Background: an optimization exercise with open tools, aiming at small area, a short achievable clock period and few clock cycles per item. Do not read the settings as production practice. In this exercise RTL edits were held to simulation tests only and were not proved equivalent to the original. Power figures rest on the tool's default switching activity, not on a simulated workload.

## design/flow/config.mk

```make
export PLATFORM = sky130hd
export DESIGN_NAME = aes_key_sched_iter
export DESIGN_NICKNAME = aes_key_sched_iter
export VERILOG_FILES = /design/flow/design.v
export SDC_FILE = /design/flow/constraint.sdc
export NUM_CORES = 4
export LEC_CHECK = 0
export CAP_MARGIN = 20
export CORE_MARGIN = 2
export CORE_UTILIZATION = 40
export SLEW_MARGIN = 20
```

## design/flow/constraint.sdc

```tcl
create_clock -name core_clock -period 6.0 [get_ports {clk}]
set_input_delay 1.2000 -clock core_clock [delete_from_list [all_inputs] [get_ports {clk}]]
set_output_delay 1.2000 -clock core_clock [all_outputs]
set_load 0.01 [all_outputs]
```

## design/flow/design.v

```verilog
module aes_key_sched_iter #(
  parameter logic [2:0] MODES_EN = 3'b111,
  parameter int         IDX_W    = 6
) (
  input  logic             clk,
  input  logic             rst_n,
  input  logic             start,
  input  logic [1:0]       mode,
  input  logic [255:0]     key_in,
  output logic             busy,
  output logic             word_valid,
  input  logic             word_ready,
  output logic [31:0]      word_out,
  output logic [IDX_W-1:0] word_idx,
  output logic             done,
  output logic             err
);
  function automatic logic [3:0] sbox_s1(input logic [7:0] a);
    logic U0, U1, U2, U3, U4, U5, U6, U7;
    logic T1, T2, T3, T4, T5, T6, T7, T8, T9, T10, T11, T12, T13, T14, T15, T16;
    logic T17, T18, T19, T20, T21, T22, T23, T24, T25, T26, T27;
    logic M1, M2, M3, M4, M5, M6, M7, M8, M9, M10, M11, M12, M13, M14, M15, M16;
    logic M17, M18, M19, M20, M21, M22, M23;
    {U0, U1, U2, U3, U4, U5, U6, U7} = a;
    T1 = U0 ^ U3;   T2 = U0 ^ U5;   T3 = U0 ^ U6;   T4 = U3 ^ U5;
    T5 = U4 ^ U6;   T6 = T1 ^ T5;   T7 = U1 ^ U2;   T8 = U7 ^ T6;
    T9 = U7 ^ T7;   T10 = T6 ^ T7;  T11 = U1 ^ U5;  T12 = U2 ^ U5;
    T13 = T3 ^ T4;  T14 = T6 ^ T11; T15 = T5 ^ T11; T16 = T5 ^ T12;
    T17 = T9 ^ T16; T18 = U3 ^ U7;  T19 = T7 ^ T18; T20 = T1 ^ T19;
    T21 = U6 ^ U7;  T22 = T7 ^ T21; T23 = T2 ^ T22; T24 = T2 ^ T10;
    T25 = T20 ^ T17; T26 = T3 ^ T16; T27 = T1 ^ T12;
    M1 = T13 & T6;  M2 = T23 & T8;  M3 = T14 ^ M1;  M4 = T19 & U7;
    M5 = M4 ^ M1;   M6 = T3 & T16;  M7 = T22 & T9;  M8 = T26 ^ M6;
    M9 = T20 & T17; M10 = M9 ^ M6;  M11 = T1 & T15; M12 = T4 & T27;
    M13 = M12 ^ M11; M14 = T2 & T10; M15 = M14 ^ M11; M16 = M3 ^ M2;
    M17 = M5 ^ T24; M18 = M8 ^ M7;  M19 = M10 ^ M15; M20 = M16 ^ M13;
    M21 = M17 ^ M15; M22 = M18 ^ M13; M23 = M19 ^ T25;
    sbox_s1 = {M20, M21, M22, M23};
  endfunction
  function automatic logic [7:0] sbox_s2(input logic [7:0] a, input logic [3:0] m);
    logic U0, U1, U2, U3, U4, U5, U6, U7;
    logic T1, T2, T3, T4, T5, T6, T7, T8, T9, T10, T11, T12, T13, T15, T16;
    logic T17, T18, T19, T20, T21, T22, T23, T27;
    logic M20, M21, M22, M23, M24, M25, M26, M27, M28, M29, M30;
    logic M31, M32, M33, M34, M35, M36, M37, M38, M39, M40, M41, M42, M43, M44;
    logic M45, M46, M47, M48, M49, M50, M51, M52, M53, M54, M55, M56, M57, M58;
    logic M59, M60, M61, M62, M63;
    logic L0, L1, L2, L3, L4, L5, L6, L7, L8, L9, L10, L11, L12, L13, L14, L15;
    logic L16, L17, L18, L19, L20, L21, L22, L23, L24, L25, L26, L27, L28, L29;
    {U0, U1, U2, U3, U4, U5, U6, U7} = a;
    {M20, M21, M22, M23} = m;
    T1 = U0 ^ U3;   T2 = U0 ^ U5;   T3 = U0 ^ U6;   T4 = U3 ^ U5;
    T5 = U4 ^ U6;   T6 = T1 ^ T5;   T7 = U1 ^ U2;   T8 = U7 ^ T6;
    T9 = U7 ^ T7;   T10 = T6 ^ T7;  T11 = U1 ^ U5;  T12 = U2 ^ U5;
    T13 = T3 ^ T4;  T15 = T5 ^ T11; T16 = T5 ^ T12;
    T17 = T9 ^ T16; T18 = U3 ^ U7;  T19 = T7 ^ T18; T20 = T1 ^ T19;
    T21 = U6 ^ U7;  T22 = T7 ^ T21; T23 = T2 ^ T22; T27 = T1 ^ T12;
    M24 = M22 ^ M23;
    M25 = M22 & M20; M26 = M21 ^ M25; M27 = M20 ^ M21; M28 = M23 ^ M25;
    M29 = M28 & M27; M30 = M26 & M24; M31 = M20 & M23; M32 = M27 & M31;
    M33 = M27 ^ M25; M34 = M21 & M22; M35 = M24 & M34; M36 = M24 ^ M25;
    M37 = M21 ^ M29; M38 = M32 ^ M33; M39 = M23 ^ M30; M40 = M35 ^ M36;
    M41 = M38 ^ M40; M42 = M37 ^ M39; M43 = M37 ^ M38; M44 = M39 ^ M40;
    M45 = M42 ^ M41;
    M46 = M44 & T6;  M47 = M40 & T8;  M48 = M39 & U7;  M49 = M43 & T16;
    M50 = M38 & T9;  M51 = M37 & T17; M52 = M42 & T15; M53 = M45 & T27;
    M54 = M41 & T10; M55 = M44 & T13; M56 = M40 & T23; M57 = M39 & T19;
    M58 = M43 & T3;  M59 = M38 & T22; M60 = M37 & T20; M61 = M42 & T1;
    M62 = M45 & T4;  M63 = M41 & T2;
    L0 = M61 ^ M62;  L1 = M50 ^ M56;  L2 = M46 ^ M48;  L3 = M47 ^ M55;
    L4 = M54 ^ M58;  L5 = M49 ^ M61;  L6 = M62 ^ L5;   L7 = M46 ^ L3;
    L8 = M51 ^ M59;  L9 = M52 ^ M53;  L10 = M53 ^ L4;  L11 = M60 ^ L2;
    L12 = M48 ^ M51; L13 = M50 ^ L0;  L14 = M52 ^ M61; L15 = M55 ^ L1;
    L16 = M56 ^ L0;  L17 = M57 ^ L1;  L18 = M58 ^ L8;  L19 = M63 ^ L4;
    L20 = L0 ^ L1;   L21 = L1 ^ L7;   L22 = L3 ^ L12;  L23 = L18 ^ L2;
    L24 = L15 ^ L9;  L25 = L6 ^ L10;  L26 = L7 ^ L9;   L27 = L8 ^ L10;
    L28 = L11 ^ L14; L29 = L11 ^ L17;
    sbox_s2 = {L6 ^ L24, ~(L16 ^ L26), ~(L19 ^ L28), L6 ^ L21,
               L20 ^ L22, L25 ^ L29, ~(L13 ^ L27), ~(L6 ^ L23)};
  endfunction
  function automatic logic [6:0] decode(input logic [IDX_W-1:0] i, input logic [2:0] q,
                                        input logic [1:0] md);
    logic kp, d3, d2, d1, rot, nrot, last;
    kp = 1'b0; d3 = 1'b0; d2 = 1'b0; d1 = 1'b0; rot = 1'b0; nrot = 1'b0; last = 1'b0;
    case (md)
      2'd0: begin
        kp   = (i < IDX_W'(3));
        d3   = (q == 3'd0); d2 = (q == 3'd1); d1 = (q == 3'd2);
        rot  = (q == 3'd3);
        last = (i == IDX_W'(43));
      end
      2'd1: begin
        kp   = (i < IDX_W'(5));
        d3   = (q == 3'd2); d2 = (q == 3'd3); d1 = (q == 3'd4);
        rot  = (q == 3'd5);
        last = (i == IDX_W'(51));
      end
      default: begin
        kp   = (i < IDX_W'(7));
        d3   = (q[1:0] == 2'd0); d2 = (q[1:0] == 2'd1); d1 = (q[1:0] == 2'd2);
        rot  = (q == 3'd7);
        nrot = (q == 3'd3) && (i > IDX_W'(7));
        last = (i == IDX_W'(59));
      end
    endcase
    decode = {kp, d3, d2, d1, rot, nrot, last};
  endfunction
  logic             busy_q, done_q, err_q;
  logic [IDX_W-1:0] idx_q, idx_n;
  logic [2:0]       q_q, q_n;       
  logic [1:0]       md_q, md_n;     
  logic [6:0]       c_q;            
  logic             c_kp, c_d3, c_d2, c_d1, c_rot, c_nrot, c_last;
  logic [7:0]       rcon_q;
  logic [7:0]       xu_q, yu_q;     
  logic [3:0]       xm_q, ym_q;     
  logic [7:0]       sb0_q, sb1_q, sb2_q, sb3_q;   
  logic [31:0]      s_q [8];
  logic             mode_ok, take, adv;
  logic [31:0]      a_w, b_w, c_w, oldest, temp, new_word, e3, e2;
  logic [7:0]       xin, yin, xout, yout;
  always_comb begin
    case (mode)
      2'd0:    mode_ok = MODES_EN[0];
      2'd1:    mode_ok = MODES_EN[1];
      2'd2:    mode_ok = MODES_EN[2];
      default: mode_ok = 1'b0;
    endcase
  end
  assign {c_kp, c_d3, c_d2, c_d1, c_rot, c_nrot, c_last} = c_q;
  assign take = start && !busy_q && mode_ok;
  assign adv  = busy_q && word_ready;
  always_comb begin
    idx_n = idx_q;
    q_n   = q_q;
    md_n  = md_q;
    if (take) begin
      idx_n = '0;
      q_n   = 3'd0;
      md_n  = mode;
    end else if (adv) begin
      idx_n = idx_q + 1'b1;
      q_n   = c_rot ? 3'd0 : q_q + 3'd1;
    end
  end
  always_comb begin
    case (md_q)
      2'd0:    begin a_w = s_q[4]; b_w = s_q[5]; c_w = s_q[6]; end
      2'd1:    begin a_w = s_q[2]; b_w = s_q[3]; c_w = s_q[4]; end
      default: begin a_w = s_q[0]; b_w = s_q[1]; c_w = s_q[2]; end
    endcase
    oldest = c_kp ? s_q[0] : a_w;
    e3 = c_kp ? s_q[2] : (s_q[7] ^ a_w ^ b_w ^ c_w);
    e2 = c_kp ? s_q[1] : (s_q[7] ^ a_w ^ b_w);
  end
  always_comb begin
    xin  = c_d3 ? e3[31:24] : e2[23:16];
    yin  = c_d3 ? e3[15:8]  : e2[7:0];
    xout = sbox_s2(xu_q, xm_q);
    yout = sbox_s2(yu_q, ym_q);
    temp = ({32{c_rot}}  & {sb1_q ^ rcon_q, sb2_q, sb3_q, sb0_q})
         | ({32{c_nrot}} & {sb0_q, sb1_q, sb2_q, sb3_q})
         | ({32{!c_rot && !c_nrot && !c_kp}} & s_q[7]);
    new_word = oldest ^ temp;
  end
  always_ff @(posedge clk) begin
    if (!rst_n) begin
      busy_q <= 1'b0;
      done_q <= 1'b0;
      err_q  <= 1'b0;
    end else begin
      done_q <= adv && c_last;
      err_q  <= start && !busy_q && !mode_ok;
      if (take)                 busy_q <= 1'b1;
      else if (adv && c_last) busy_q <= 1'b0;
    end
  end
  always_ff @(posedge clk) begin
    idx_q <= idx_n;
    q_q   <= q_n;
    md_q  <= md_n;
    c_q   <= decode(idx_n, q_n, md_n);
    if (take) begin
      rcon_q <= 8'h01;
      for (int k = 0; k < 7; k++) s_q[k] <= key_in[223 - 32*k -: 32];
      s_q[7] <= key_in[255:224];
    end else if (adv) begin
      if (c_rot) rcon_q <= {rcon_q[6:0], 1'b0} ^ (rcon_q[7] ? 8'h1b : 8'h00);
      if (c_d3 || c_d2) begin
        xu_q <= xin; xm_q <= sbox_s1(xin);
        yu_q <= yin; ym_q <= sbox_s1(yin);
      end
      if (c_d2) begin sb0_q <= xout; sb2_q <= yout; end
      if (c_d1) begin sb1_q <= xout; sb3_q <= yout; end
      for (int k = 0; k < 7; k++) s_q[k] <= s_q[k+1];
      s_q[7] <= new_word;
    end
  end
  assign busy       = busy_q;
  assign word_valid = busy_q;
  assign done       = done_q;
  assign err        = err_q;
  assign word_out   = s_q[7];
  assign word_idx   = idx_q;
endmodule
```

## design/flow/run.sh

```bash
#!/bin/bash
# synth_recipe.tcl (not shown) runs the flow's synth.tcl, then flattens the netlist and writes it again
# the make line also repeats each setting of config.mk as NAME=value (left out here)
make -C /OpenROAD-flow-scripts/flow DESIGN_CONFIG=/design/flow/config.mk WORK_HOME=/design/flow/orfs CLKGATE_MAP_FILE= SYNTH_SCRIPT=/design/flow/synth_recipe.tcl finish
```

==> results of run 1 <==
## cells in the mapped netlist (18+ instances only)
cell,number
a22oi_1,18
nor2_1,133
xnor2_1,209
a21oi_1,91
mux2i_1,92
nand2_1,789
edfxtp_1,312
inv_1,31
nor3_1,25
o21ai_0,84
clkbuf_1,105
xor2_1,94
dfxtp_1,29
## state kept, by name (all words and copies together) (netlist names), 6 cells and up
signal and count:
c_q 7, idx_q 6, rcon_q 8, s_q 256, sb0_q 8, sb1_q 8
sb2_q 8, sb3_q 8, xu_q 8, yu_q 8
## worst register-to-register path, delay by kind of cell (launching register included)
family,cells,cell delay (ns)
AOI/OAI and AO/OA,4,0.83
xor gates and xnor gates,5,1.41
adders and majority gates,1,0.30
buffers and inverters,2,0.52
DFF,1,1.00
and+or+nand+nor,1,0.32
## final timing paths
path	startpoint	end	slack, ns	cells after the start
worst max-delay path	md_q[0]	xm_q[2]	1.39	13
worst min-delay path	c_q[0]	done_q	0.48	1
worst max register to register	md_q[0]	xm_q[2]	1.39	13
worst min register to register	c_q[0]	done_q	0.48	1
## final cells by class
class	count	area, sq um	share of cell area (%)
Tap cell	688	861	3.29
Inverter	33	124	0.473
Multi-Input combinational cell	1807	10600	40.5
Sequential cell	341	9960	38.1
Timing Repair Buffer	337	3350	12.8
Clock inverter	24	183	0.698
Clock buffer	49	1100	4.20
## through the flow
stage | hold slack (ns) | worst slack [ns]
after global placement | 0.473 | 1.53
after global routing | 0.502 | 1.09
after floorplan | 0.453 | 0.213
after CTS | 0.481 | 1.38
after detailed placement | 0.479 | 1.41
final | 0.477 | 1.39
## cells by family after synthesis
family,Yosys count,synth area share (%)
and+or+nand+nor,1049,20.2
xor gates and xnor gates,313,13.4
buffers and inverters,172,3.56
adders and majority gates,6,0.353
muxes,105,5.08
DFF,341,46.8
AOI/OAI and AO/OA,334,10.6
## layer usage
layer  up-vias  share of wire [%]  GRT usage (%)
met3        98                8.0           4.77
met4         0                2.4           7.00
met5         -                  0              0
li1       8430                  -              -
met2       649                 45           38.6
met1      8537                 45           35.6
## power breakdown
part | switching, mW | internal [mW]
Combinational | 2.60 | 2.19
Sequential | 0.377 | 3.36
Clock | 1.04 | 1.39
==> flow_metrics.tcl, run 1 <==
set metrics [dict create \
    syn_area_sq_um 21300 \
    dp.cells 3206 \
    avgViaCountPerCell 5.40 \
    status "complete, no violations" \
    routed_wl_mm 69.6 \
    htree_levels 2 \
    path_delay_family "XOR/XNOR gates" \
    synth_area_leaders "edfxtp_1 44%, nand2_1 14%, xnor2_1 8.6%, mux2i_1 4.3%, xor2_1 3.9%" \
    initial_core_util_pct 40.4 \
    drive_above_1_share_pct 5.79 \
    p_total_mw 11.0 \
    synth.largest_area_cell "edfxtp_1" \
    cts_hold_buf 0 \
    setup_tns_ns 0 \
    crit_buf_inv 2 \
    drt-initial-drc-count 1607 \
    ys_ff_latch 341 \
    tightest_slew_ns 1.04 \
    remaining_drc_errors 0 \
    cts_buffer_depth 3 \
    synthCells 2320 \
    worstSetupEndpointType "flop" \
    design_area_sq_um 26200 \
    grt_pass1_wl_mm 103 \
    final_util_pct 49.8 \
    grt_max_degree 154 \
    final_common_cell "nand2_1" \
    firstDrtPassIters 9 \
    max-slew-margin-rel_pct 30.9 \
    async_reset_ff_share_pct 0 \
    max_freq_ghz 0.217 \
    synthesis.nets 2588 \
    gp_congestion 0.909 \
    ys_warn_count 2 \
    final_cell_mix "788 x nand2_1, 312 x edfxtp_1, 303 x clkdlybuf4s50_1" \
    cts_tree "done" \
    syn2layout_area_growth_pct 23.2 \
    required_ns 6.32 \
    setup_viol 0 \
    critPathLaunchType "flop" \
    cts-buffers-inserted 42 \
    io_buffers 303 \
    finalMaxSlewViolations 0 \
    grt_pass1_vias 16900 \
    core_sq_um 52600 \
    rsz0062_at_grt "false" \
    fillers 4893 \
    dieArea_sq_um 55000 \
    fin_crit_ns 4.61 \
    clkTransAtPathRegs_ns 0.06 \
    hpwl_mm 50.3 \
    ys_seq_area_share_pct 46.8 \
    fin_skew_ns 0.0251 \
    cts_root_buf "clkbuf_16" \
    cts_setup_buffers 0 \
    synth_edf_count 312 \
    drv_cap 0 \
    power.density_nw_per_um2 419 \
    vias 17700 \
    critPathMostFrequentCell "xnor2_1" \
    cts_sinks 341 \
    rows 84 \
    synth_ff_type "edfxtp_1" \
    p_leak_nw 10.1 \
    cts.repair.resized 0 \
    slowest_delay_ns 1.00 \
    ir_drop_mv 0.330 \
    yosys.area.top_type_share_pct 44.1 \
    finish.net_count 2830 \
    antenna_found_initial 1 \
    cp_slowest_cell "dfxtp_4" \
    pin_count 304 \
    yosysUniqueCellTypes 100 \
    grt_usage_pct 24.9 \
    crit_fanout 65 \
    wl_per_cell_um 21.2 \
    diodes 0 \
    period_share_pct 76.8 \
    hp-class "reg2reg" \
    finalHoldViolations 0 \
    cp.arrival_ns 4.92 \
    dpl_cell_area_sq_um 24900 \
    critPathKind "reg2reg" \
    die_x_um 234 \
    path_cells "buf_12, nor2b_1, a22oi_1, a221o_1, o211ai_1, o21ba_2, inv_2, xnor2_2, xnor2_1, xnor2_1, ha_1, xnor3_1, xor2_1" \
    clk_latency_ns 0.57 \
    final_cells 3279 \
    die_h_um 234 \
    grt-ovfl-total 0 \
    ant_nets 0 \
    syn_area_per_cell_sq_um 9.16 \
]
Testbench counts, summed over its fixed seeds: cycles 27,072, words 26,552.
==> run 2, diff against run 1 <==
--- a/design/flow/design.v
+++ b/design/flow/design.v
@@ -109,6 +109,7 @@
   logic [IDX_W-1:0] idx_q, idx_n;
   logic [2:0]       q_q, q_n;       
   logic [1:0]       md_q, md_n;     
+  logic [2:0]       nk_q;           
   logic [6:0]       c_q;            
   logic             c_kp, c_d3, c_d2, c_d1, c_rot, c_nrot, c_last;
   logic [7:0]       rcon_q;
@@ -116,7 +117,7 @@
   logic [3:0]       xm_q, ym_q;     
   logic [7:0]       sb0_q, sb1_q, sb2_q, sb3_q;   
   logic [31:0]      s_q [8];
-  logic             mode_ok, take, adv;
+  logic             mode_ok, take, adv, hold;
   logic [31:0]      a_w, b_w, c_w, oldest, temp, new_word, e3, e2;
   logic [7:0]       xin, yin, xout, yout;
   always_comb begin
@@ -130,6 +131,7 @@
   assign {c_kp, c_d3, c_d2, c_d1, c_rot, c_nrot, c_last} = c_q;
   assign take = start && !busy_q && mode_ok;
   assign adv  = busy_q && word_ready;
+  assign hold = !take && !adv;
   always_comb begin
     idx_n = idx_q;
     q_n   = q_q;
@@ -144,11 +146,9 @@
     end
   end
   always_comb begin
-    case (md_q)
-      2'd0:    begin a_w = s_q[4]; b_w = s_q[5]; c_w = s_q[6]; end
-      2'd1:    begin a_w = s_q[2]; b_w = s_q[3]; c_w = s_q[4]; end
-      default: begin a_w = s_q[0]; b_w = s_q[1]; c_w = s_q[2]; end
-    endcase
+    a_w = ({32{nk_q[0]}} & s_q[4]) | ({32{nk_q[1]}} & s_q[2]) | ({32{nk_q[2]}} & s_q[0]);
+    b_w = ({32{nk_q[0]}} & s_q[5]) | ({32{nk_q[1]}} & s_q[3]) | ({32{nk_q[2]}} & s_q[1]);
+    c_w = ({32{nk_q[0]}} & s_q[6]) | ({32{nk_q[1]}} & s_q[4]) | ({32{nk_q[2]}} & s_q[2]);
     oldest = c_kp ? s_q[0] : a_w;
     e3 = c_kp ? s_q[2] : (s_q[7] ^ a_w ^ b_w ^ c_w);
     e2 = c_kp ? s_q[1] : (s_q[7] ^ a_w ^ b_w);
@@ -179,11 +179,14 @@
     idx_q <= idx_n;
     q_q   <= q_n;
     md_q  <= md_n;
+    nk_q  <= {md_n == 2'd2, md_n == 2'd1, md_n == 2'd0};
     c_q   <= decode(idx_n, q_n, md_n);
+    for (int k = 0; k < 7; k++)
+      s_q[k] <= ({32{take}} & key_in[223 - 32*k -: 32]) | ({32{adv}} & s_q[k+1])
+              | ({32{hold}} & s_q[k]);
+    s_q[7] <= ({32{take}} & key_in[255:224]) | ({32{adv}} & new_word) | ({32{hold}} & s_q[7]);
     if (take) begin
       rcon_q <= 8'h01;
-      for (int k = 0; k < 7; k++) s_q[k] <= key_in[223 - 32*k -: 32];
-      s_q[7] <= key_in[255:224];
     end else if (adv) begin
       if (c_rot) rcon_q <= {rcon_q[6:0], 1'b0} ^ (rcon_q[7] ? 8'h1b : 8'h00);
       if (c_d3 || c_d2) begin
@@ -192,8 +195,6 @@
       end
       if (c_d2) begin sb0_q <= xout; sb2_q <= yout; end
       if (c_d1) begin sb1_q <= xout; sb3_q <= yout; end
-      for (int k = 0; k < 7; k++) s_q[k] <= s_q[k+1];
-      s_q[7] <= new_word;
     end
   end
   assign busy       = busy_q;
--- a/design/flow/config.mk
+++ b/design/flow/config.mk
@@ -5,6 +5,7 @@
 export SDC_FILE = /design/flow/constraint.sdc
 export NUM_CORES = 4
 export LEC_CHECK = 0
+export ABC_AREA = 1
 export CAP_MARGIN = 20
 export CORE_MARGIN = 2
 export CORE_UTILIZATION = 40
==> run 2 against run 1 <==
Against the previous run:
- largest power group unchanged
- total power increased by 8.7%
- via count increased by 15%
- count of clock-buffer cells in the layout increased by 6
- sequential power decreased by 3%
- final area decreased by 4.0%
- worst setup slack improved by 0.53 ns
- wire length decreased by 1.5%
- maximum frequency increased by 13%
- utilization increased by 0.29 points
- clock power increased by 6%
- combinational power increased by 19%
==> flow_metrics.tcl, run 2 <==
set metrics [dict create \
    largest_reg_flops 256 \
    async_reset_ff_share_pct 0 \
    drv_cap 0 \
    rows 82 \
    cp.arrival_ns 4.40 \
    crit_fanout 62 \
    critPathLaunchType "flop" \
    synth_common_cells "1,082 x nand2_1, 377 x inv_1, 288 x dfxtp_1, 232 x o221ai_1, 181 x nand3_1" \
    crit_buf_inv 3 \
    initial_core_util_pct 40.5 \
    drt-initial-drc-count 1727 \
    cts_sinks 344 \
    yosys.area.top_type_share_pct 28.4 \
    finish.net_count 3401 \
    worstSetupEndpointType "flop" \
    cts.repair.resized 0 \
    yosysUniqueCellTypes 42 \
    multi_input_area_sq_um 10800 \
    routed_wl_mm 68.5 \
    syn2layout_area_growth_pct 23.7 \
    antenna_found_initial 3 \
    synth_top_family_by_area "simple AND/OR/NAND/NOR gates" \
    cp_slowest_cell "dfxtp_4" \
    synth_ff_type "dfxtp_1" \
    final_cell_mix "1,081 x nand2_1, 375 x inv_1, 303 x clkdlybuf4s50_1" \
    io_buffers 303 \
    synthCells 2908 \
    wl_per_cell_um 17.8 \
    largest-register "s_q" \
    p_total_mw 11.9 \
    cts_buffer_depth 3 \
    path_cells "buf_4, nand2_1, nand3_1, nand2_1, nand2_1, nand3_1, nand3_1, nand2_1, nand2_2, inv_1, nand2_1, nand2_1, or2_2, nand2_1, xor2_1, ha_1, xnor2_1, inv_1, nand2_1, nand2_1, xor2_1" \
    dp.cells 3761 \
    power.density_nw_per_um2 474 \
    grt_usage_pct 25.5 \
    hpwl_mm 49.4 \
    hp-class "reg2reg" \
    cts-buffers-inserted 42 \
    synth_xor_area_share_pct 8.12 \
    required_ns 6.33 \
    period_share_pct 68.0 \
    core_sq_um 50200 \
    grt-ovfl-total 0 \
    vias 20400 \
    final_common_cell "nand2_1" \
    finalHoldViolations 0 \
    cts_setup_buffers 0 \
    post-place-ws_ns 1.76 \
    remaining_drc_errors 0 \
    setup_viol 0 \
    ir_drop_mv 0.539 \
    status "complete, no violations" \
    syn_area_per_cell_sq_um 6.99 \
    pin_count 304 \
    synth.largest_area_cell "dfxtp_1" \
    slowest_delay_ns 0.91 \
    timing.hold.ws_ns 0.466 \
    drive_above_1_share_pct 4.96 \
    ys_seq_area_share_pct 36.7 \
    die_h_um 229 \
    synthSimpleGateAreaFrac_pct 28.7 \
    clkTransAtPathRegs_ns 0.06 \
    layout_setup_ws_ns 1.92 \
    rsz0062_at_grt "false" \
    synthesis.nets 3176 \
    synth_mux_area_share_pct 0 \
    synth_area_leaders "dfxtp_1 28%, nand2_1 20%, o221ai_1 10%, edfxtp_1 8.3%, inv_1 7.0%" \
    yosysMostFrequentCell "nand2_1" \
    grt_pass1_wl_mm 107 \
    synth-compound-area-share_pct 15.7 \
    finalMaxSlewViolations 0 \
    fillers 4898 \
    max_freq_ghz 0.245 \
    fin_crit_ns 4.08 \
    ys_warn_count 2 \
    critPathMostFrequentCell "nand2_1" \
    clk_latency_ns 0.58 \
    p_leak_nw 11.1 \
    grt_max_degree 116 \
    die_x_um 229 \
    synth_adder_area_share_pct 0.370 \
    ant_nets 0 \
    final_cells 3840 \
    seqCellArea_sq_um 7460 \
    cts_hold_buf 0 \
    firstDrtPassIters 8 \
    max-slew-margin-rel_pct 25.5 \
    ys_ff_latch 344 \
    cts_tree "done" \
    htree_levels 2 \
    avgViaCountPerCell 5.31 \
    gp_congestion 0.878 \
    tightest_slew_ns 1.12 \
    synth_edf_count 56 \
    fin_skew_ns 0.0261 \
    grt_pass1_vias 19600 \
    dieArea_sq_um 52600 \
    syn_area_sq_um 20300 \
    cts_root_buf "clkbuf_16" \
    path_delay_family "simple AND/OR/NAND/NOR gates" \
    critPathKind "reg2reg" \
    setup_tns_ns 0 \
]
-- run 2: cell types whose count changed in the layout (fill, tap and decap cells not counted), moves of 146 or more --
cell / before / now
dfxtp_1: 24 / 284
edfxtp_1: 312 / 56
inv_1: 31 / 375
nand2_1: 788 / 1081
nand3_1: 15 / 181
o221ai_1: 1 / 232
xnor2_1: 209 / 63
-- run 2: path summary, 6_finish.rpt --
| check | to | cells after the start | slack [ns] | from |
|---|---|---|---|---|
| worst max register to register | xm_q[0] | 21 | 1.92 | nk_q[1] |
| worst min register to register | done_q | 2 | 0.47 | c_q[0] |
| worst max-delay path | xm_q[0] | 21 | 1.92 | nk_q[1] |
| worst min-delay path | done_q | 2 | 0.47 | c_q[0] |
-- run 2: routing by layer --
metal,share of wire (%),wire [um],track usage [%]
met1,45,30700,34.2
met2,45,30900,41.0
met3,6.6,4540,4.51
met4,3.5,2370,9.38
met5,0.019,13,0
-- run 2: cells by family (layout without fill, tap and decap cells) --
kind of cell / after synthesis / after routing
other cells: 0 / 2
xor+xnor: 166 / 166
buf+inv: 531 / 789
simple gates: 1429 / 1429
fa+ha+maj: 6 / 6
flops: 344 / 344
compound gates: 432 / 432
-- run 2: area by class of cell --
type                    count  area share [%]
multi-input cells        2033            42.8
clock buffers              55            4.76
flip-flops and latches    344            29.7
inverters                 389            5.86
repair buffers            323            12.7
clock inverters            22           0.811
well taps                 672            3.35
diodes                      2          0.0199
-- run 2: power by group --
part	leakage, nW	internal [mW]	switching [mW]
combinational	7.45	2.18	3.52
sequential	2.92	3.24	0.404
clock	0.699	1.54	1.04
-- run 2: per-stage QoR --
stage,utilization [%],cell area [sq um]
finish,50.1,25100
global route,50.1,25100
CTS,50.1,25100
detailed placement,47.3,23700
global placement,47.3,23700
floorplan,-,20300
-- run 2: worst register-to-register path, cell delays in order, from the launching register on --
cell     delay (ns)
dfxtp_4        0.91
buf_4          0.43
nand2_1        0.14
nand3_1        0.15
nand2_1        0.06
nand2_1        0.07
nand3_1        0.07
nand3_1        0.07
nand2_1        0.12
nand2_2        0.19
inv_1          0.09
nand2_1        0.07
nand2_1        0.12
or2_2          0.34
nand2_1        0.08
xor2_1         0.17
ha_1           0.26
xnor2_1        0.20
inv_1          0.06
nand2_1        0.06
nand2_1        0.05
xor2_1         0.13
Testbench counts of run 2, summed over its fixed seeds: cycles 27,072, words 26,552.
==> run 3, diff against run 2 <==
--- a/design/flow/config.mk
+++ b/design/flow/config.mk
@@ -5,7 +5,6 @@
 export SDC_FILE = /design/flow/constraint.sdc
 export NUM_CORES = 4
 export LEC_CHECK = 0
-export ABC_AREA = 1
 export CAP_MARGIN = 20
 export CORE_MARGIN = 2
 export CORE_UTILIZATION = 40
==> run 3 against run 2 <==
Against the previous run:
- still clean on timing, DRC and antenna
- global-route usage up 2.5 points
- sequential power rose by 7.4%
- non-clock buffer count rose by 12
- synthesized cell count decreased by 24%
- utilization rose by 0.41 points
- cell count down 21%
- critical path type unchanged
- largest power group unchanged
==> flow_metrics.tcl, run 3 <==
set metrics [dict create \
    crit_fanout 80 \
    p_int_mw 7.17 \
    r2r_start "nk_q[1]" \
    synth-compound-area-share_pct 24.5 \
    synth_edf_count 56 \
    final_cells 3045 \
    cts_root_buf "clkbuf_16" \
    syn_area_sq_um 18900 \
    synthSimpleGateAreaFrac_pct 16.4 \
    synth.largest_area_cell "dfxtp_1" \
    grt_pass1_vias 16600 \
    critPathLaunchType "flop" \
    worstHoldEndpoint "s_q[6][4]" \
    power.density_nw_per_um2 500 \
    hold_start "s_q[6][4]" \
    max_freq_ghz 0.222 \
    dp.cells 2976 \
    tightest_slew_ns 1.14 \
    initial_core_util_pct 40.5 \
    firstDrtPassIters 10 \
    clock_power_share_pct 20.2 \
    largest-register "s_q" \
    final_common_cell "nand2_1" \
    cts_sinks 344 \
    final_cell_mix "527 x nand2_1, 303 x clkdlybuf4s50_1, 295 x a22oi_1" \
    power_frac_comb_pct 46.5 \
    drt-initial-drc-count 2495 \
    wl_per_cell_um 23.2 \
    synth_ff_type "dfxtp_1" \
    yosysMostFrequentCell "nand2_1" \
    grt-ovfl-total 0 \
    remaining_drc_errors 0 \
    synthesis.nets 2468 \
    synthCells 2200 \
    cts_tree "done" \
    ys_warn_count 2 \
    worstSetupEndpointType "flop" \
    synth_common_cells "527 x nand2_1, 295 x a22oi_1, 288 x dfxtp_1, 155 x xnor2_1, 116 x clkbuf_1" \
    cp.arrival_ns 4.82 \
    worstReg2RegEnd "ym_q[3]" \
    status "complete, no violations" \
    synth_area_leaders "dfxtp_1 31%, a22oi_1 12%, nand2_1 10%, edfxtp_1 8.9%, xnor2_1 7.2%" \
    r2r_slack_ns 1.49 \
    die_h_um 221 \
    htree_levels 2 \
    io_buffers 303 \
    setup_viol 0 \
    synth_mux_area_share_pct 1.95 \
    fin_skew_ns 0.0234 \
    grt_max_degree 152 \
    cts.repair.resized 0 \
    period_share_pct 75.1 \
    rows 79 \
    antenna_found_initial 1 \
    die_x_um 221 \
    final_util_pct 50.5 \
    cts_buffer_depth 3 \
    syn_area_per_cell_sq_um 8.58 \
    gp_congestion 0.891 \
    ir_drop_mv 0.280 \
    critPathKind "reg2reg" \
    p_seq_share_pct 33.2 \
    ant_nets 0 \
    finish.net_count 2678 \
    drive_above_1_share_pct 5.91 \
    rr_worst_depth 12 \
    core_sq_um 46600 \
    hp-class "reg2reg" \
    cts_hold_buf 0 \
    rsz0062_at_grt "false" \
    yosys.area.top_type_share_pct 30.5 \
    p_switching_mw 4.59 \
    hpwl_mm 51.7 \
    vias 18000 \
    cts-buffers-inserted 39 \
    clk_latency_ns 0.57 \
    pin_count 304 \
    dpl_cell_area_sq_um 22300 \
    finalMaxSlewViolations 0 \
    drv_cap 0 \
    synth_top_family_by_area "compound AO/OA/AOI/OAI gates" \
    ys_seq_area_share_pct 39.5 \
    setup_tns_ns 0 \
    dieArea_sq_um 48900 \
    avgViaCountPerCell 5.91 \
    async_reset_ff_share_pct 0 \
    p_total_mw 11.8 \
    synth_xor_area_share_pct 12.8 \
    cts_setup_buffers 0 \
    finalHoldViolations 0 \
    max-slew-margin-rel_pct 24.1 \
    syn2layout_area_growth_pct 24.6 \
    ys_ff_latch 344 \
    grt_usage_pct 27.9 \
    design_area_sq_um 23500 \
    grt_pass1_wl_mm 106 \
    clkTransAtPathRegs_ns 0.06 \
    p_leak_nw 9.32 \
    synth_adder_area_share_pct 0.398 \
    diodes 0 \
    holdPathStages 2 \
    fin_crit_ns 4.51 \
    routed_wl_mm 70.8 \
    yosysUniqueCellTypes 76 \
    required_ns 6.31 \
    swShare_pct 39.1 \
    largest_reg_flops 256 \
]
[run 3: logic make-up (layout without fill, tap and decap cells)]
| group | after synthesis | count (layout) |
|---|---|---|
| and+or+nand+nor | 739 | 739 |
| AOI/OAI and AO/OA | 620 | 620 |
| DFF | 344 | 344 |
| xor gates and xnor gates | 258 | 258 |
| buffers and inverters | 198 | 436 |
| muxes | 35 | 35 |
| adders and majority gates | 6 | 6 |
[run 3: worst max-delay path: stages, from the launching register on]
cell,delay (ns)
dfxtp_4,0.90
buf_4,0.39
a222oi_1,0.15
or2_2,0.31
and4_1,0.22
nor3_2,0.44
inv_1,0.26
xnor2_1,0.60
nor2b_1,0.10
a22o_1,0.21
a22o_1,0.24
a211oi_2,0.24
xnor2_1,0.10
[run 3: worst max path at each step]
stage,start,end,slack (ns)
6_report,nk_q[1],ym_q[3],1.49
2_1_floorplan,nk_q[2],xm_q[0],2.32
5_1_grt,nk_q[0],xm_q[0],1.31
3_5_place_dp,nk_q[0],xm_q[2],1.61
3_3_place_gp,nk_q[1],ym_q[3],1.76
4_1_cts,nk_q[0],xm_q[0],1.60
[run 3: metal layers]
metal / wire [um] / vias up / global-route usage [%]
li1: - / 8401 / -
met1: 31900 / 8616 / 40.7
met2: 30600 / 864 / 41.9
met3: 6300 / 101 / 4.78
met4: 1950 / 0 / 8.90
met5: 0 / - / 0
[run 3: area by class of cell]
type                            count  area, sq um
Timing Repair Buffer              335         3310
Clock inverter                      5         26.3
Sequential cell                   344         7460
Multi-Input combinational cell   1658        10600
Clock buffer                       64         1220
Tap cell                          607          759
Inverter                           32          120
Fill cell                        4309        23000
[run 3: metrics by stage]
stage	hold WS [ns]	setup WS [ns]
6_report	0.440	1.49
5_1_grt	0.460	1.31
4_1_cts	0.444	1.60
3_5_place_dp	0.434	1.61
3_3_place_gp	0.430	1.76
2_1_floorplan	0.422	2.32
[run 3: power groups by stage]
stage | Clock, mW | Combinational [mW] | Sequential, mW
2_1_floorplan | 0 | 4.25 | 3.56
3_3_place_gp | 0 | 5.32 | 3.91
3_5_place_dp | 0 | 5.43 | 3.92
4_1_cts | 2.41 | 5.45 | 3.88
5_1_grt | 2.49 | 5.98 | 3.95
6_report | 2.38 | 5.47 | 3.91
==> run 4, diff against run 3 <==
--- a/design/flow/config.mk
+++ b/design/flow/config.mk
@@ -5,7 +5,9 @@
 export SDC_FILE = /design/flow/constraint.sdc
 export NUM_CORES = 4
 export LEC_CHECK = 0
+export ABC_AREA = 1
 export CAP_MARGIN = 20
 export CORE_MARGIN = 2
 export CORE_UTILIZATION = 40
+export SETUP_SLACK_MARGIN = 2.0
 export SLEW_MARGIN = 20
==> run 4 against run 3 <==
Against the previous run:
- still clean on timing, DRC and antenna
- cell count increased by 26%
- clock power rose by 8%
- wire length up 0.18%
- synthesized cell count is 32% higher
- sequential share of layout area down 2.2 points
- register-to-register slack improved by 0.79 ns
- maximum frequency rose by 21%
- flip-flop and latch count is the same
- clock skew is 0.00094 ns lower
- count of clock-buffer cells in the layout shrank 9
- utilization decreased by 0.088 points
- worst setup slack better by 0.78 ns
- critical endpoint is now s_q[2][13]
==> flow_metrics.tcl, run 4 <==
set metrics [dict create \
    wl_met2_mm 31.8 \
    top_layer "met5" \
    ys_warn_count 2 \
    cp.arrival_ns 4.14 \
    hp-class "reg2reg" \
    synth-compound-area-share_pct 15.7 \
    drive_above_1_share_pct 5.23 \
    grt-ovfl-total 0 \
    dieArea_sq_um 52600 \
    max-slew-margin-rel_pct 24.3 \
    vias 20500 \
    final_common_cell "nand2_1" \
    setup_tns_ns 0 \
    power.density_nw_per_um2 474 \
    gp_congestion 0.878 \
    syn_area_per_cell_sq_um 6.99 \
    max_freq_ghz 0.268 \
    cts_tree "done" \
    fin_crit_ns 3.73 \
    syn_area_sq_um 20300 \
    slowest_delay_ns 0.61 \
    p_total_mw 12.0 \
    drv_cap 0 \
    ys_seq_area_share_pct 36.7 \
    timing.hold.ws_ns 0.461 \
    largest_reg_flops 256 \
    synth_adder_area_share_pct 0.370 \
    ant_nets 0 \
    cts-buffers-inserted 42 \
    fin_skew_ns 0.0225 \
    cts_buffer_depth 3 \
    htree_levels 2 \
    p_seq_share_pct 29.9 \
    async_reset_ff_share_pct 0 \
    antenna_found_initial 4 \
    grt_pass1_vias 19700 \
    grt_max_degree 116 \
    wl_per_cell_um 18.4 \
    fillers 4873 \
    period_share_pct 62.1 \
    clk_latency_ns 0.58 \
    hpwl_mm 49.4 \
    avgViaCountPerCell 5.33 \
    firstDrtPassIters 6 \
    setup_viol 0 \
    synth_edf_count 56 \
    cts_root_buf "clkbuf_16" \
    synthesis.nets 3176 \
    swShare_pct 41.7 \
    grt_pass1_wl_mm 108 \
    die_h_um 229 \
    rows 82 \
    clkTransAtPathRegs_ns 0.06 \
    status "complete, no violations" \
    io_buffers 303 \
    path_cells "clkdlybuf4s50_1, inv_1, nor2_1, nand2_1, inv_8, nor2_4, inv_6, buf_12, o221ai_1" \
    p_switching_mw 5.01 \
    final_cell_mix "1,081 x nand2_1, 375 x inv_1, 303 x clkdlybuf4s50_1" \
    synth_xor_area_share_pct 8.12 \
    ir_drop_mv 0.539 \
    rsz0062_at_grt "false" \
    yosysMostFrequentCell "nand2_1" \
    remaining_drc_errors 0 \
    required_ns 6.41 \
    wl_met3_mm 5.18 \
    syn2layout_area_growth_pct 24.5 \
    initial_core_util_pct 40.5 \
    crit_fanout 115 \
    finish.net_count 3409 \
    p_leak_nw 11.1 \
    finalHoldViolations 0 \
    clock_power_share_pct 21.5 \
    finalMaxSlewViolations 0 \
    synth_area_leaders "dfxtp_1 28%, nand2_1 20%, o221ai_1 10%, edfxtp_1 8.3%, inv_1 7.0%" \
    wl_met1_mm 31.4 \
    synthSimpleGateAreaFrac_pct 28.7 \
    pin_count 304 \
    critPathLaunchType "primary input" \
    synth.largest_area_cell "dfxtp_1" \
    drt-initial-drc-count 1931 \
    yosysUniqueCellTypes 42 \
    synth_common_cells "1,082 x nand2_1, 377 x inv_1, 288 x dfxtp_1, 232 x o221ai_1, 181 x nand3_1" \
    worstSetupEndpointType "flop" \
    core_sq_um 50200 \
    cp_slowest_cell "inv_6" \
    synthCells 2908 \
    synth_top_family_by_area "simple AND/OR/NAND/NOR gates" \
    routed_wl_mm 70.9 \
    final_util_pct 50.4 \
    layout_setup_ws_ns 2.27 \
    ys_ff_latch 344 \
    p_int_mw 6.99 \
    yosys.area.top_type_share_pct 28.4 \
    die_x_um 229 \
    grt_usage_pct 25.9 \
    largest-register "s_q" \
    synth_mux_area_share_pct 0 \
    critPathKind "in2reg" \
    power_frac_comb_pct 48.6 \
    tightest_slew_ns 1.14 \
    cts_hold_buf 0 \
    cts_sinks 344 \
    post-place-ws_ns 1.76 \
    synth_ff_type "dfxtp_1" \
]
## run 4: cell types whose count changed after synthesis, sizes merged, moves of 13 or more
| cell | delta |
|---|---|
| o21ai | -14 |
| nand3 | +158 |
| nand2 | +569 |
| o211ai | +48 |
| o221ai | +228 |
| nand4 | +35 |
| mux2 | -14 |
| a22oi | -295 |
| mux2i | -21 |
| nand2b | -13 |
| xnor2 | -88 |
| inv | +353 |
| a222oi | -92 |
| clkbuf | -13 |
## run 4: power groups by stage
stage | logic [mW] | registers, mW | clock network [mW]
6_report | 5.83 | 3.59 | 2.58
5_1_grt | 6.61 | 3.64 | 2.71
4_1_cts | 5.76 | 3.61 | 2.62
3_5_place_dp | 5.67 | 3.68 | 0
3_3_place_gp | 5.52 | 3.68 | 0
2_1_floorplan | 4.38 | 3.51 | 0
## run 4: timing repair
item | in CTS | in global routing
resized for setup | 0 | 2
endpoints found under the setup margin | 2 | 4
buffers inserted | 3 | 5
## run 4: worst paths after layout
kind	from	endpoint	slack, ns	depth (start not counted)
setup / recovery	start	s_q[2][13]	2.27	9
setup reg to reg	c_q[6]	ym_q[0]	2.28	16
hold / removal	c_q[0]	done_q	0.46	2
hold reg to reg	c_q[0]	done_q	0.46	2
## run 4: logic make-up after synthesis
kind of cell	after synthesis
DFF	344
xor gates and xnor gates	166
and+or+nand+nor	1429
AOI/OAI and AO/OA	432
adders and majority gates	6
buffers and inverters	531
## run 4: per-stage QoR
step | cell area [sq um] | cells
5_1_grt | 25300 | 3848
2_1_floorplan | 20300 | 2908
6_report | 25300 | 3849
3_3_place_gp | 23700 | 3761
3_5_place_dp | 23700 | 3761
4_1_cts | 25200 | 3841
## run 4: cell type report
cell class / count / area (sq um) / area share, %
multi-input combinational: 2033 / 10800 / 42.5
sequential: 344 / 7460 / 29.5
timing repair buffer: 331 / 3350 / 13.2
inverter: 389 / 1480 / 5.84
clock buffer: 55 / 1200 / 4.73
tap: 672 / 841 / 3.32
clock inverter: 22 / 204 / 0.806
antenna: 3 / 7.51 / 0.0297
## run 4: worst max-delay path, delay by kind of cell
family | cells | cell delay (ns)
buffers and inverters | 5 | 1.98
and+or+nand+nor | 3 | 0.58
AOI/OAI and AO/OA | 1 | 0.18
## run 4: routing by layer
layer / GRT usage, % / vias up
li1: - / 10000
met1: 34.5 / 9613
met2: 41.3 / 724
met3: 4.87 / 147
met4: 10.6 / 2
met5: 0 / -
==> run 5, diff against run 4 <==
--- a/design/flow/config.mk
+++ b/design/flow/config.mk
@@ -5,7 +5,6 @@
 export SDC_FILE = /design/flow/constraint.sdc
 export NUM_CORES = 4
 export LEC_CHECK = 0
-export ABC_AREA = 1
 export CAP_MARGIN = 20
 export CORE_MARGIN = 2
 export CORE_UTILIZATION = 40
==> run 5 against run 4 <==
Against the previous run:
- worst setup slack worse by 0.14 ns
- utilization up 0.60 points
- cell count is 21% lower
- combinational power down 3%
- count of clock-buffer cells in the layout is 9 higher
- critical endpoint is now ym_q[3]
- highest routed layer is now met4
==> flow_metrics.tcl, run 5 <==
set metrics [dict create \
    largest-register "s_q" \
    p_seq_share_pct 32.6 \
    finish.net_count 2687 \
    grt_pass1_wl_mm 107 \
    cts_root_buf "clkbuf_16" \
    dieArea_sq_um 48900 \
    ys_warn_count 2 \
    worstSetupEndpointType "flop" \
    final_common_cell "nand2_1" \
    vias 18200 \
    status "complete, no violations" \
    cts_tree "done" \
    ys_seq_area_share_pct 39.5 \
    antenna_found_initial 0 \
    clkTransAtPathRegs_ns 0.06 \
    finalMaxSlewViolations 0 \
    rsz0062_at_grt "true" \
    p_switching_mw 4.67 \
    dp.cells 2976 \
    r2r_slack_ns 2.13 \
    diodes 0 \
    ys_ff_latch 344 \
    rows 79 \
    synth_common_cells "527 x nand2_1, 295 x a22oi_1, 288 x dfxtp_1, 155 x xnor2_1, 116 x clkbuf_1" \
    gp_congestion 0.891 \
    cp_slowest_cell "dfxtp_4" \
    critPathKind "reg2reg" \
    cts_hold_buf 0 \
    cts-buffers-inserted 39 \
    core_sq_um 46600 \
    final_cells 3054 \
    avgViaCountPerCell 5.95 \
    max_freq_ghz 0.259 \
    htree_levels 2 \
    setup_viol 0 \
    drt-initial-drc-count 2505 \
    max-slew-margin-rel_pct 24.5 \
    grt_max_degree 152 \
    crit_buf_inv 2 \
    critPathLaunchType "flop" \
    syn_area_sq_um 18900 \
    die_x_um 221 \
    required_ns 6.31 \
    finalHoldViolations 0 \
    fin_skew_ns 0.0233 \
    power_frac_comb_pct 47.5 \
    swShare_pct 39.2 \
    p_total_mw 11.9 \
    slowest_delay_ns 0.58 \
    tightest_slew_ns 1.13 \
    post-place-ws_ns 1.61 \
    synthesis.nets 2468 \
    synth_area_leaders "dfxtp_1 31%, a22oi_1 12%, nand2_1 10%, edfxtp_1 8.9%, xnor2_1 7.2%" \
    initial_core_util_pct 40.5 \
    synth_edf_count 56 \
    remaining_drc_errors 0 \
    hp-class "reg2reg" \
    ir_drop_mv 0.281 \
    path_cells "buf_4, a222oi_1, buf_4, xnor3_1, o31ai_1, nor3_2, xnor2_2, mux2_1, a22o_1, a22o_1, a211oi_2, xnor2_1" \
    async_reset_ff_share_pct 0 \
    grt_pass1_vias 16700 \
    synthCells 2200 \
    clk_latency_ns 0.57 \
    cts_sinks 344 \
    final_util_pct 51.0 \
    path_delay_family "compound AO/OA/AOI/OAI gates" \
    fin_crit_ns 3.87 \
    firstDrtPassIters 13 \
    grt-ovfl-total 0 \
    yosys.area.top_type_share_pct 30.5 \
    cp.arrival_ns 4.18 \
    die_h_um 221 \
    cts_buffer_depth 3 \
    hpwl_mm 51.7 \
    dpl_cell_area_sq_um 22300 \
    critical_path_depth 12 \
    io_buffers 303 \
    layout_setup_ws_ns 2.13 \
    timing.hold.ws_ns 0.440 \
    crit_fanout 29 \
    synth_ff_type "dfxtp_1" \
    routed_wl_mm 72.5 \
    synth.largest_area_cell "dfxtp_1" \
    holdPathStages 2 \
    drive_above_1_share_pct 6.62 \
    design_area_sq_um 23800 \
    power.density_nw_per_um2 502 \
    setup_tns_ns 0 \
    pin_count 304 \
    yosysUniqueCellTypes 76 \
    rr_worst_depth 12 \
    p_leak_nw 9.42 \
    p_int_mw 7.25 \
    clock_power_share_pct 20.0 \
    final_cell_mix "527 x nand2_1, 303 x clkdlybuf4s50_1, 295 x a22oi_1" \
    largest_reg_flops 256 \
    syn2layout_area_growth_pct 25.9 \
    ant_nets 0 \
    period_share_pct 64.5 \
    fillers 4275 \
    wl_per_cell_um 23.7 \
    syn_area_per_cell_sq_um 8.58 \
    grt_usage_pct 28.2 \
    yosysMostFrequentCell "nand2_1" \
    drv_cap 0 \
]
==> run 5: changes by cell type after synthesis, sizes merged, moves of 88 or more <==
cell,before,now
nand3,181,23
inv,385,32
nand2,1096,527
o221ai,232,4
a22oi,0,295
xnor2,69,157
a222oi,0,92
==> run 5: final cells by class <==
| cell class | instances | area, sq um | share of cell area, % |
|---|---|---|---|
| Clock buffer | 64 | 1220 | 5.16 |
| Clock inverter | 5 | 26.3 | 0.111 |
| Inverter | 32 | 120 | 0.506 |
| Multi-Input combinational cell | 1658 | 10700 | 45.1 |
| Sequential cell | 344 | 7460 | 31.4 |
| Tap cell | 607 | 759 | 3.20 |
| Timing Repair Buffer | 344 | 3440 | 14.5 |
==> run 5: layer usage <==
metal	vias up	share of wire [%]	track usage (%)
met4	0	3.1	9.16
li1	8415	-	-
met5	-	0	0
met2	900	43	42.0
met3	122	8.8	4.73
met1	8720	45	41.2
==> run 5: path summary, 6_finish.rpt <==
check / to / start
worst max-delay path: ym_q[3] / nk_q[0]
worst max register to register: ym_q[3] / nk_q[0]
worst min register to register: s_q[6][4] / s_q[6][4]
worst min-delay path: s_q[6][4] / s_q[6][4]
==> run 5: timing repair <==
| item | CTS | global route |
|---|---|---|
| hold endpoints to repair | 0 | 0 |
| pin swaps | 0 | 5 |
| setup buffers | 2 | 7 |
| setup endpoints to repair | 8 | 5 |
| gates resized for setup | 8 | 8 |
| cloned | 0 | 0 |
==> run 5: power groups by stage <==
stage,combinational [mW],sequential [mW],clock [mW]
floorplan,4.25,3.56,0
global route,6.16,3.91,2.49
global placement,5.32,3.91,0
finish,5.66,3.88,2.38
detailed placement,5.43,3.92,0
CTS,5.52,3.86,2.41
==> run 5: logic make-up (layout without fill, tap and decap cells) <==
kind of cell | after synthesis | after routing | share of synthesized area (%)
adder cells (fa/ha/maj) | 6 | 6 | 0.398
AO/OA/AOI/OAI | 620 | 620 | 24.5
AND/OR/NAND/NOR | 739 | 739 | 16.4
buffers and inverters | 198 | 445 | 4.47
XOR/XNOR | 258 | 258 | 12.8
multiplexers | 35 | 35 | 1.95
flip-flops | 344 | 344 | 39.5
==> run 5: worst reg2reg max path, delay by kind of cell (launching register included) <==
kind	cells	cell delay, ns
AND/OR/NAND/NOR	1	0.17
AO/OA/AOI/OAI	5	1.27
XOR/XNOR	3	0.71
multiplexers	1	0.35
flip-flops	1	0.58
buffers and inverters	2	0.55
==> run 6, diff against run 5 <==
--- a/design/flow/design.v
+++ b/design/flow/design.v
@@ -118,7 +118,8 @@
   logic [7:0]       sb0_q, sb1_q, sb2_q, sb3_q;   
   logic [31:0]      s_q [8];
   logic             mode_ok, take, adv, hold;
-  logic [31:0]      a_w, b_w, c_w, oldest, temp, new_word, e3, e2;
+  logic [31:0]      sh [8];         
+  logic [31:0]      temp, new_word, e3, e2;
   logic [7:0]       xin, yin, xout, yout;
   always_comb begin
     case (mode)
@@ -146,12 +147,8 @@
     end
   end
   always_comb begin
-    a_w = ({32{nk_q[0]}} & s_q[4]) | ({32{nk_q[1]}} & s_q[2]) | ({32{nk_q[2]}} & s_q[0]);
-    b_w = ({32{nk_q[0]}} & s_q[5]) | ({32{nk_q[1]}} & s_q[3]) | ({32{nk_q[2]}} & s_q[1]);
-    c_w = ({32{nk_q[0]}} & s_q[6]) | ({32{nk_q[1]}} & s_q[4]) | ({32{nk_q[2]}} & s_q[2]);
-    oldest = c_kp ? s_q[0] : a_w;
-    e3 = c_kp ? s_q[2] : (s_q[7] ^ a_w ^ b_w ^ c_w);
-    e2 = c_kp ? s_q[1] : (s_q[7] ^ a_w ^ b_w);
+    e3 = c_kp ? s_q[2] : (s_q[7] ^ s_q[0] ^ s_q[1] ^ s_q[2]);
+    e2 = c_kp ? s_q[1] : (s_q[7] ^ s_q[0] ^ s_q[1]);
   end
   always_comb begin
     xin  = c_d3 ? e3[31:24] : e2[23:16];
@@ -161,7 +158,11 @@
     temp = ({32{c_rot}}  & {sb1_q ^ rcon_q, sb2_q, sb3_q, sb0_q})
          | ({32{c_nrot}} & {sb0_q, sb1_q, sb2_q, sb3_q})
          | ({32{!c_rot && !c_nrot && !c_kp}} & s_q[7]);
-    new_word = oldest ^ temp;
+    new_word = s_q[0] ^ temp;
+    for (int k = 0; k < 7; k++) sh[k] = s_q[k+1];
+    if (nk_q[0]) sh[2] = s_q[7];
+    if (nk_q[1]) sh[4] = s_q[7];
+    sh[7] = new_word;
   end
   always_ff @(posedge clk) begin
     if (!rst_n) begin
@@ -182,9 +183,9 @@
     nk_q  <= {md_n == 2'd2, md_n == 2'd1, md_n == 2'd0};
     c_q   <= decode(idx_n, q_n, md_n);
     for (int k = 0; k < 7; k++)
-      s_q[k] <= ({32{take}} & key_in[223 - 32*k -: 32]) | ({32{adv}} & s_q[k+1])
+      s_q[k] <= ({32{take}} & key_in[223 - 32*k -: 32]) | ({32{adv}} & sh[k])
               | ({32{hold}} & s_q[k]);
-    s_q[7] <= ({32{take}} & key_in[255:224]) | ({32{adv}} & new_word) | ({32{hold}} & s_q[7]);
+    s_q[7] <= ({32{take}} & key_in[255:224]) | ({32{adv}} & sh[7]) | ({32{hold}} & s_q[7]);
     if (take) begin
       rcon_q <= 8'h01;
     end else if (adv) begin
--- a/design/flow/config.mk
+++ b/design/flow/config.mk
@@ -5,8 +5,9 @@
 export SDC_FILE = /design/flow/constraint.sdc
 export NUM_CORES = 4
 export LEC_CHECK = 0
+export ABC_AREA = 1
 export CAP_MARGIN = 20
 export CORE_MARGIN = 2
 export CORE_UTILIZATION = 40
-export SETUP_SLACK_MARGIN = 2.0
+export SETUP_SLACK_MARGIN = 2.5
 export SLEW_MARGIN = 20
==> run 6 against run 5 <==
Against the previous run:
- critical endpoint is now s_q[1][28]
- largest cell class unchanged
- still clean on timing, DRC and antenna
- sequential power decreased by 11%
- highest routed layer unchanged
- final area down 1.4%
- flip-flop and latch count shrank 1
==> flow_metrics.tcl, run 6 <==
set metrics [dict create \
    final_common_cell "nand2_1" \
    cts_sinks 343 \
    remaining_drc_errors 0 \
    gp_congestion 0.897 \
    required_ns 6.39 \
    syn_area_sq_um 18500 \
    worstReg2RegEnd "xm_q[0]" \
    worstSetupEndpointType "flop" \
    finish.net_count 3025 \
    synth_edf_count 56 \
    die_x_um 219 \
    critPathKind "in2reg" \
    cts_tree "done" \
    hpwl_mm 47.7 \
    max_freq_ghz 0.299 \
    hold_start "c_q[0]" \
    swShare_pct 42.3 \
    firstDrtPassIters 6 \
    cts_buffer_depth 3 \
    cts_hold_buf 0 \
    r2r_slack_ns 2.74 \
    pin_count 304 \
    status "complete, no violations" \
    p_seq_share_pct 30.5 \
    layout_setup_ws_ns 2.66 \
    holdPathStages 2 \
    core_sq_um 45500 \
    final_cells 3386 \
    finalMaxSlewViolations 0 \
    die_h_um 219 \
    synth_common_cells "736 x nand2_1, 358 x inv_1, 287 x dfxtp_1, 176 x o221ai_1, 135 x nand3_1" \
    critPathLaunchType "primary input" \
    largest_reg_flops 256 \
    io_buffers 303 \
    period_share_pct 55.7 \
    setup_tns_ns 0 \
    drt-initial-drc-count 1847 \
    power_frac_comb_pct 48.5 \
    clkTransAtPathRegs_ns 0.06 \
    yosysUniqueCellTypes 44 \
    hp-class "reg2reg" \
    synth.largest_area_cell "dfxtp_1" \
    yosys.area.top_type_share_pct 31.1 \
    cp.arrival_ns 3.73 \
    drive_above_1_share_pct 6.43 \
    fin_skew_ns 0.0172 \
    vias 18100 \
    r2r_start "c_q[5]" \
    worstHoldEndpoint "done_q" \
    grt_usage_pct 26.3 \
    cts_root_buf "clkbuf_16" \
    crit_fanout 100 \
    rsz0062_at_grt "false" \
    finalHoldViolations 0 \
    syn_area_per_cell_sq_um 7.36 \
    clock_power_share_pct 21.0 \
    fin_crit_ns 3.34 \
    power.density_nw_per_um2 486 \
    ys_seq_area_share_pct 40.2 \
    ant_nets 0 \
    grt-ovfl-total 0 \
    grt_max_degree 193 \
    cts-buffers-inserted 39 \
    dp.cells 3312 \
    drv_cap 0 \
    dieArea_sq_um 47900 \
    avgViaCountPerCell 5.35 \
    clk_latency_ns 0.56 \
    p_leak_nw 9.95 \
    post-place-ws_ns 1.53 \
    max-slew-margin-rel_pct 29.4 \
    wl_per_cell_um 19.3 \
    rr_worst_depth 14 \
    final_cell_mix "729 x nand2_1, 356 x inv_1, 303 x clkdlybuf4s50_1" \
    p_switching_mw 4.82 \
    synthesis.nets 2780 \
    grt_pass1_vias 16800 \
    ys_warn_count 3 \
    tightest_slew_ns 1.06 \
    grt_pass1_wl_mm 96.7 \
    ys_ff_latch 343 \
    syn2layout_area_growth_pct 26.7 \
    rows 78 \
    synthCells 2512 \
    htree_levels 2 \
    async_reset_ff_share_pct 0 \
    synth_ff_type "dfxtp_1" \
    yosysMostFrequentCell "nand2_1" \
    ir_drop_mv 0.669 \
    largest-register "s_q" \
    synth_area_leaders "dfxtp_1 31%, nand2_1 15%, edfxtp_1 9.1%, o221ai_1 8.3%, inv_1 7.3%" \
    initial_core_util_pct 40.6 \
    antenna_found_initial 1 \
    p_int_mw 6.56 \
    setup_viol 0 \
    routed_wl_mm 65.3 \
]
-- run 6: cell count changes in the layout (fill, tap and decap cells not counted), moves of 92 or more --
cell      delta
a222oi_1    -92
a22oi_1    -295
inv_1      +326
nand2_1    +202
nand3_1    +113
o211ai_1   +102
o221ai_1   +172
xnor2_1     -99
-- run 6: cell type report --
| type | count | area (sq um) |
|---|---|---|
| diodes | 1 | 2.50 |
| fillers | 4405 | 22100 |
| clock buffers | 59 | 1210 |
| clock inverters | 10 | 71.3 |
| well taps | 600 | 751 |
| repair buffers | 319 | 3210 |
| repair inverters | 2 | 17.5 |
| multi-input cells | 1681 | 9270 |
| inverters | 371 | 1450 |
| flip-flops and latches | 343 | 7440 |
-- run 6: critical path: stages --
cell             delay (ns)
clkdlybuf4s50_1        0.46
inv_1                  0.04
nor2_1                 0.17
nand2_2                0.27
bufinv_16              0.42
nor2_4                 0.15
inv_12                 0.34
buf_12                 0.37
o221ai_1               0.17
-- run 6: worst max-delay path by stage --
stage	startpoint	to	slack, ns	cells past startpoint
6_report	start	s_q[1][28]	2.66	9
4_1_cts	c_q[6]	xm_q[0]	2.43	16
2_1_floorplan	word_ready	xm_q[0]	2.58	4
5_1_grt	s_q[7][29]	xm_q[0]	2.50	21
3_3_place_gp	start	s_q[3][27]	1.59	9
3_5_place_dp	start	s_q[1][30]	1.53	9
-- run 6: logic make-up after synthesis --
logic type                 synth area share (%)
DFF                                        40.2
muxes                                    0.0542
xor gates and xnor gates                   7.54
buffers and inverters                      9.99
AOI/OAI and AO/OA                          18.8
and+or+nand+nor                            23.0
adders and majority gates                 0.406
-- run 6: metal layers --
| metal | vias up | global-route usage [%] | part of all wire [%] |
|---|---|---|---|
| met2 | 699 | 38.9 | 42 |
| met4 | 0 | 8.65 | 2.7 |
| met1 | 8490 | 38.8 | 47 |
| met3 | 85 | 4.05 | 8.2 |
| li1 | 8855 | - | - |
| met5 | - | 0 | 0 |
-- run 6: per-stage QoR --
stage / cell area, sq um / power [mW] / hold WS [ns] / util, %
after floorplan: 18500 / 7.32 / 0.419 / -
after global placement: 22000 / 8.74 / 0.448 / 48.4
after detailed placement: 22000 / 8.90 / 0.445 / 48.4
after CTS: 23300 / 11.3 / 0.452 / 51.3
after global routing: 23400 / 12.2 / 0.496 / 51.5
final: 23400 / 11.4 / 0.447 / 51.5
-- run 6: what timing repair did --
action,in CTS,in global routing
resized for setup,13,20
setup endpoints to repair,164,145
setup buffers,0,2
gates cloned,0,2
-- run 6: power by group through the flow --
stage          Sequential, mW  Combinational (mW)  Clock [mW]
5_1_grt                  3.51                6.18        2.52
3_5_place_dp             3.50                5.41           0
2_1_floorplan            3.39                3.93           0
4_1_cts                  3.45                5.44        2.43
6_report                 3.47                5.51        2.39
3_3_place_gp             3.49                5.25           0
Testbench counts of run 6, summed over its fixed seeds: cycles 27,072, words 26,552.
==> run 7, diff against run 6 <==
==> design/flow/flow/run.sh (new file) <==
#!/bin/bash
# Standard layout, but the port buffers that global placement inserts are
# sky130_fd_sc_hd__buf_1 instead of the resizer's default pick; later repair
# steps may still resize them.
set -euo pipefail
cd "$(dirname "$0")/.."
export BUFFER_PORTS_ARGS="-buffer_cell sky130_fd_sc_hd__buf_1"
bash standard.sh > standard.log 2>&1
==> design/flow/standard.sh (new file) <==
#!/bin/bash
# synth_recipe.tcl (not shown) runs the flow's synth.tcl, then flattens the netlist and writes it again
# the make line also repeats each setting of config.mk as NAME=value (left out here)
make -C /OpenROAD-flow-scripts/flow DESIGN_CONFIG=/design/flow/config.mk WORK_HOME=/design/flow/orfs CLKGATE_MAP_FILE= SYNTH_SCRIPT=/design/flow/synth_recipe.tcl "${@:-finish}"
--- a/design/flow/config.mk
+++ b/design/flow/config.mk
@@ -5,7 +5,6 @@
 export SDC_FILE = /design/flow/constraint.sdc
 export NUM_CORES = 4
 export LEC_CHECK = 0
-export ABC_AREA = 1
 export CAP_MARGIN = 20
 export CORE_MARGIN = 2
 export CORE_UTILIZATION = 40
removed: design/flow/run.sh
==> run 7 against run 6 <==
Against the previous run:
- still clean
- total power fell by 4.9%
- utilization fell by 4.9 points
- global-route usage down 0.98 points
- synthesized cell count shrank 19%
- clock skew hardly changed
- critical endpoint is now xm_q[2]
==> flow_metrics.tcl, run 7 <==
set metrics [dict create \
    grt_pass1_vias 15300 \
    slowest_delay_ns 0.52 \
    hp-class "reg2reg" \
    final_cell_mix "387 x nand2_1, 303 x buf_1, 278 x dfxtp_1" \
    syn_area_sq_um 18300 \
    fin_skew_ns 0.0171 \
    grt-ovfl-total 0 \
    max-slew-margin-rel_pct 25.3 \
    yosysMostFrequentCell "nand2_1" \
    cts-buffers-inserted 38 \
    die_h_um 218 \
    initial_core_util_pct 40.4 \
    critPathKind "reg2reg" \
    drt-initial-drc-count 1739 \
    routed_wl_mm 62.4 \
    die_x_um 218 \
    finalHoldViolations 0 \
    cts_root_buf "clkbuf_16" \
    gp_congestion 0.872 \
    avgViaCountPerCell 5.71 \
    io_buffers 303 \
    cts_tree "done" \
    yosysUniqueCellTypes 73 \
    critPathLaunchType "flop" \
    wl_per_cell_um 21.6 \
    status "complete, no violations" \
    firstDrtPassIters 6 \
    ant_nets 0 \
    drv_cap 0 \
    cts_sinks 343 \
    setup_tns_ns 0 \
    grt_pass1_wl_mm 93.2 \
    synthCells 2042 \
    synth_common_cells "388 x nand2_1, 287 x dfxtp_1, 209 x a22oi_1, 158 x xnor2_1, 145 x nor2_1" \
    ys_warn_count 3 \
    yosys.area.top_type_share_pct 31.4 \
    synth_edf_count 56 \
    tightest_slew_ns 1.12 \
    async_reset_ff_share_pct 0 \
    grt_usage_pct 25.3 \
    grt_max_degree 172 \
    finalMaxSlewViolations 0 \
    path_cells "xnor3_1, nor3_1, o211ai_1, and3_1, nor2_2, xnor2_2, xnor2_1, ha_1, xnor3_1, xnor2_1" \
    worstSetupEndpointType "flop" \
    period_share_pct 56.5 \
    synthesis.nets 2310 \
    max_freq_ghz 0.295 \
    dieArea_sq_um 47500 \
    hpwl_mm 44.9 \
    p_leak_nw 8.13 \
    power.density_nw_per_um2 512 \
    synth_ff_type "dfxtp_1" \
    largest_reg_flops 256 \
    syn_area_per_cell_sq_um 8.96 \
    core_sq_um 45300 \
    setup_viol 0 \
    crit_fanout 6 \
    cts_hold_buf 0 \
    post-place-ws_ns 2.35 \
    drive_above_1_share_pct 5.73 \
    pin_count 304 \
    vias 16500 \
    clkTransAtPathRegs_ns 0.06 \
    layout_setup_ws_ns 2.61 \
    largest-register "s_q" \
    rows 78 \
    htree_levels 2 \
    syn2layout_area_growth_pct 15.5 \
    cp.arrival_ns 3.66 \
    rsz0062_at_grt "true" \
    fin_crit_ns 3.39 \
]
-- run 7: changes by cell type in the layout (fill, tap and decap cells not counted), moves of 104 or more --
cell | before | now
nand2_1 | 729 | 387
inv_1 | 356 | 20
xnor2_1 | 50 | 154
nand3_1 | 135 | 18
clkdlybuf4s50_1 | 303 | 0
buf_1 | 0 | 303
o221ai_1 | 176 | 0
a22oi_1 | 0 | 209
-- run 7: cell type report --
cell class                      instances  area, sq um
Clock inverter                         11          108
Antenna cell                            2         5.00
Fill cell                            4324        24200
Inverter                               21         78.8
Timing Repair Buffer                  322         1310
Multi-Input combinational cell       1531        10300
Tap cell                              600          751
Sequential cell                       343         7440
Clock buffer                           57         1120
-- run 7: critical path: cells and delay by family (launching register included) --
family / cells / cell delay (ns)
AND/OR/NAND/NOR: 3 / 0.97
adder cells (fa/ha/maj): 1 / 0.25
AO/OA/AOI/OAI: 1 / 0.17
XOR/XNOR: 5 / 1.36
flip-flops: 1 / 0.35
-- run 7: logic make-up after synthesis --
logic type                 count (synthesis)  synth area share (%)
AOI/OAI and AO/OA                        529                  21.7
xor gates and xnor gates                 255                  13.8
adders and majority gates                  6                 0.410
buffers and inverters                    168                  3.54
DFF                                      343                  40.6
muxes                                     87                  4.90
and+or+nand+nor                          654                  15.0
-- run 7: power breakdown --
part	switching [mW]	internal [mW]	total, mW	leakage [nW]
registers	0.530	3.14	3.67	2.91
clock network	0.969	1.38	2.35	0.611
logic	2.59	2.22	4.81	4.61
total	4.09	6.74	10.8	8.13
-- run 7: per-layer routing --
metal | track usage, % | up-vias | routed length [um]
met5 | 0 | - | 0
met1 | 36.8 | 7929 | 28700
met4 | 7.05 | 0 | 1540
met3 | 3.15 | 93 | 4550
met2 | 39.3 | 687 | 27600
li1 | - | 7790 | -
-- run 7: path summary, 6_finish.rpt --
| path | from | endpoint | slack, ns | cells after the start |
|---|---|---|---|---|
| setup / recovery | s_q[1][31] | xm_q[2] | 2.61 | 10 |
| hold / removal | s_q[5][2] | s_q[5][2] | 0.44 | 2 |
| setup reg to reg | s_q[1][31] | xm_q[2] | 2.61 | 10 |
| hold reg to reg | s_q[5][2] | s_q[5][2] | 0.44 | 2 |
-- run 7: what timing repair did --
item | CTS | global route
setup endpoints to repair | 3 | 9
cloned | 0 | 0
pin swaps | 0 | 0
gates resized for setup | 2 | 17
setup buffers | 0 | 1
-- run 7: through the flow --
| stage | hold WS (ns) | cell area [sq um] | total power, mW | util [%] | instances |
|---|---|---|---|---|---|
| floorplan | 0.422 | 18300 | 7.23 | - | 2042 |
| global placement | 0.429 | 19800 | 8.26 | 43.7 | 2816 |
| detailed placement | 0.433 | 19800 | 8.35 | 43.7 | 2816 |
| CTS | 0.442 | 21000 | 10.8 | 46.5 | 2884 |
| global route | 0.453 | 21100 | 11.4 | 46.7 | 2887 |
| finish | 0.442 | 21100 | 10.8 | 46.7 | 2887 |
